From an optimization exercise on the open Yosys and OpenROAD flow, aimed at small area, a short achievable clock period and few clock cycles per item; shortcuts taken in it are not production practice. Only simulation tests tie the RTL to the original design; equivalence was not proved.

==> inputs of build 68 <==
Design free_look_camera_update, start of the top module:
module free_look_camera_update (
	input  logic                  clk,
	input  logic                  arst_n,
	input  logic                  s_axis_tvalid,
	output logic                  s_axis_tready,
	input  logic [flcu_pkg::IN_W-1:0]       s_axis_tdata,
	output logic                  m_axis_tvalid,
	input  logic                  m_axis_tready,
	output logic [flcu_pkg::OUT_W-1:0]      m_axis_tdata,
	input  logic                  cfg_valid,
	output logic                  cfg_ready,
	input  logic [flcu_pkg::CFG_IDX_W-1:0]  cfg_index,
	input  logic [flcu_pkg::CFG_DATA_W-1:0] cfg_data
);
	function automatic logic [1:0] fa(input logic a, input logic b, input logic c);
		fa = {1'b0, a} + {1'b0, b} + {1'b0, c};
	endfunction
	function automatic logic [1:0] ha(input logic a, input logic b);
		ha = {1'b0, a} + {1'b0, b};
	endfunction
	function automatic logic [31:0] sat_add(input logic [31:0] p, input logic [33:0] e);
		logic [35:0] s;
		s = {{4{p[31]}}, p} + {{2{e[33]}}, e};
		if (s[35:31] == 5'b00000 || s[35:31] == 5'b11111)
			sat_add = s[31:0];
		else
			sat_add = s[35] ? 32'h80000000 : 32'h7FFFFFFF;
	endfunction
	function automatic logic [31:0] sat_sub(input logic [31:0] p, input logic [33:0] e);
		logic [35:0] s;
		s = {{4{p[31]}}, p} - {{2{e[33]}}, e};
		if (s[35:31] == 5'b00000 || s[35:31] == 5'b11111)
			sat_sub = s[31:0];
		else
			sat_sub = s[35] ? 32'h80000000 : 32'h7FFFFFFF;
	endfunction
	logic [19:0] ts_q;
	logic [15:0] ms_q;
	logic [23:0] yaw_q, pitch_q;
	logic [31:0] pos_x_q, pos_y_q, pos_z_q;
	logic [95:0] vec_q;
	logic        v0, v1, v2, v3, v4, v5, v6, v7, v8, v9, v10;
	logic [43:0] in0_q;
	logic        adv, en0;
	assign cfg_ready     = 1'b1;
	assign s_axis_tready = en0;
	assign adv           = !v10 || m_axis_tready;
	assign en0           = adv || !v0;
	assign m_axis_tvalid = v10;
	assign m_axis_tdata  = {vec_q, pos_z_q, pos_y_q, pos_x_q};
	logic h1o1;
	logic h1t2;
	logic h1n3;
	logic h1o4;
	logic h1t5;
	logic h1n6;
	logic h1o7;
	logic h1t8;
	logic h1n9;
	logic h1o10;
	logic h1t11;
	logic h1n12;
	logic h1o13;
	logic h1t14;
	logic h1n15;
  ...
==> flow/config.mk <==
export PLATFORM = sky130hd
export DESIGN_NAME = free_look_camera_update
export DESIGN_NICKNAME = free_look_camera_update
export VERILOG_FILES = /design/flow/design.v
export SDC_FILE = /design/flow/constraint.sdc
export NUM_CORES = 4
export LEC_CHECK = 0
export ABC_AREA = 1
export CAP_MARGIN = 20
export CORE_MARGIN = 2
export CORE_UTILIZATION = 40
export PLACE_DENSITY = 0.45
export SLEW_MARGIN = 20
==> flow/constraint.sdc <==
create_clock -name core_clock -period 12.0 [get_ports {clk}]
set_input_delay 2.4000 -clock core_clock [delete_from_list [all_inputs] [get_ports {clk}]]
set_output_delay 2.4000 -clock core_clock [all_outputs]
set_load 0.01 [all_outputs]
standard.sh (not shown) runs the stock make flow with config.mk's settings and CLKGATE_MAP_FILE= SYNTH_SCRIPT=/design/flow/synth_recipe.tcl, a recipe that flattens the netlist after the stock synthesis.
==> flow/flow/run.sh <==
#!/bin/bash
set -euo pipefail
bash standard.sh SETUP_SLACK_MARGIN=6 finish > standard.log 2>&1
==> trial 24: changes against build 68 <==
==> flow/flow/run.sh (replaced) <==
#!/bin/bash
set -euo pipefail
bash standard.sh SETUP_SLACK_MARGIN=6.5 finish > standard.log 2>&1
==> build 40: changes against build 68 <==
==> flow/run.sh (new file) <==
#!/bin/bash
# synth_recipe.tcl (not shown) runs the flow's synth.tcl, then flattens the netlist and writes it again
# the make line also repeats each setting of config.mk as NAME=value (left out here)
make -C /OpenROAD-flow-scripts/flow DESIGN_CONFIG=/design/flow/config.mk WORK_HOME=/design/flow/orfs CLKGATE_MAP_FILE= SYNTH_SCRIPT=/design/flow/synth_recipe.tcl finish
SETUP_SLACK_MARGIN = 5   (was not set)
removed: flow/flow/run.sh
removed: flow/standard.sh
==> qor summary <==
Cell area after layout: trial 24 392400 sq um; build 68 356900 sq um; build 40 336600 sq um
Cell count along the critical path: trial 24 43; build 68 44; build 40 20
Fillcell total: trial 24 72370; build 68 75790; build 40 77310
Wire length reported by the detailed router: trial 24 1272000 um; build 68 1202000 um; build 40 1149000 um
Fin crit share: trial 24 50.99%; build 68 50.61%; build 40 58.09%
Via/cell ratio: trial 24 5.590; build 68 5.556; build 40 5.520
Outcome: trial 24 complete, no violations; build 68 complete, no violations; build 40 complete, no violations
Layout buffer count excluding clock buffers: trial 24 3337; build 68 1943; build 40 1018
Routed wl met3: trial 24 81170 um; build 68 70840 um; build 40 62800 um
End of the worst register-to-register path: trial 24 r8_hi_x[15]; build 68 r8_hi_x[15]; build 40 r6_ux[5]
Final setup slack of the worst path: trial 24 5.881 ns; build 68 5.926 ns; build 40 5.029 ns
Routing usage on met2: trial 24 50.99%; build 68 48.64%; build 40 47.40%
Worst path slowest cell: trial 24 sky130_fd_sc_hd__edfxtp_1; build 68 sky130_fd_sc_hd__edfxtp_1; build 40 sky130_fd_sc_hd__xor2_1
Rel. slew slack: trial 24 22.42%; build 68 17.74%; build 40 16.05%
Post-CTS setup repair buffer count: trial 24 1429; build 68 513; build 40 63
Invs w/o clock: trial 24 6069; build 68 6062; build 40 6051
Met1 wire length: trial 24 509000 um; build 68 494500 um; build 40 485200 um
Net total in the final layout: trial 24 43790; build 68 42380; build 40 41430
Fraction of area in multi-input gates: trial 24 61.22%; build 68 62.00%; build 40 63.34%
Testbench counts of build 68, summed over its fixed seeds: cycles 472, frames 384.
Testbench counts of trial 24, summed over its fixed seeds: cycles 472, frames 384.
Testbench counts of build 40, summed over its fixed seeds: cycles 472, frames 384.

static timing again, ports no longer ideal:
Ports are ideal in the flow. The routed layouts listed here were re-timed in OpenROAD.
Step 1 sets driving cells, clkbuf_16 on the clock port and buf_2 on the other inputs (assumed; they add their load-dependent delay and slew).
Step 2 times the ports against the registers' clock, not the clock port: input delays grow and output delays shrink by t, the midpoint of the rising clock arrivals with the driver on.
Slacks: ideal ports / drivers / drivers and shift; pairs: ideal ports / drivers.
run	t, ns	slack for setup (ns)	clock arrival spread, ns	worst slew at a driven data input, ns	pins driven straight from the clock port
build 68	1.151	5.926 / 5.926 / 5.868	0.065 / 0.065	0.09	1
trial 24	1.167	5.881 / 5.881 / 5.881	0.059 / 0.059	0.10	1
build 40	1.149	5.029 / 5.029 / 5.029	0.066 / 0.066	0.09	1
After both steps every run listed still meets setup and hold. The setup slack of build 68, which loses most, moves by 0.000 ns with the drivers and by -0.058 ns with both steps.
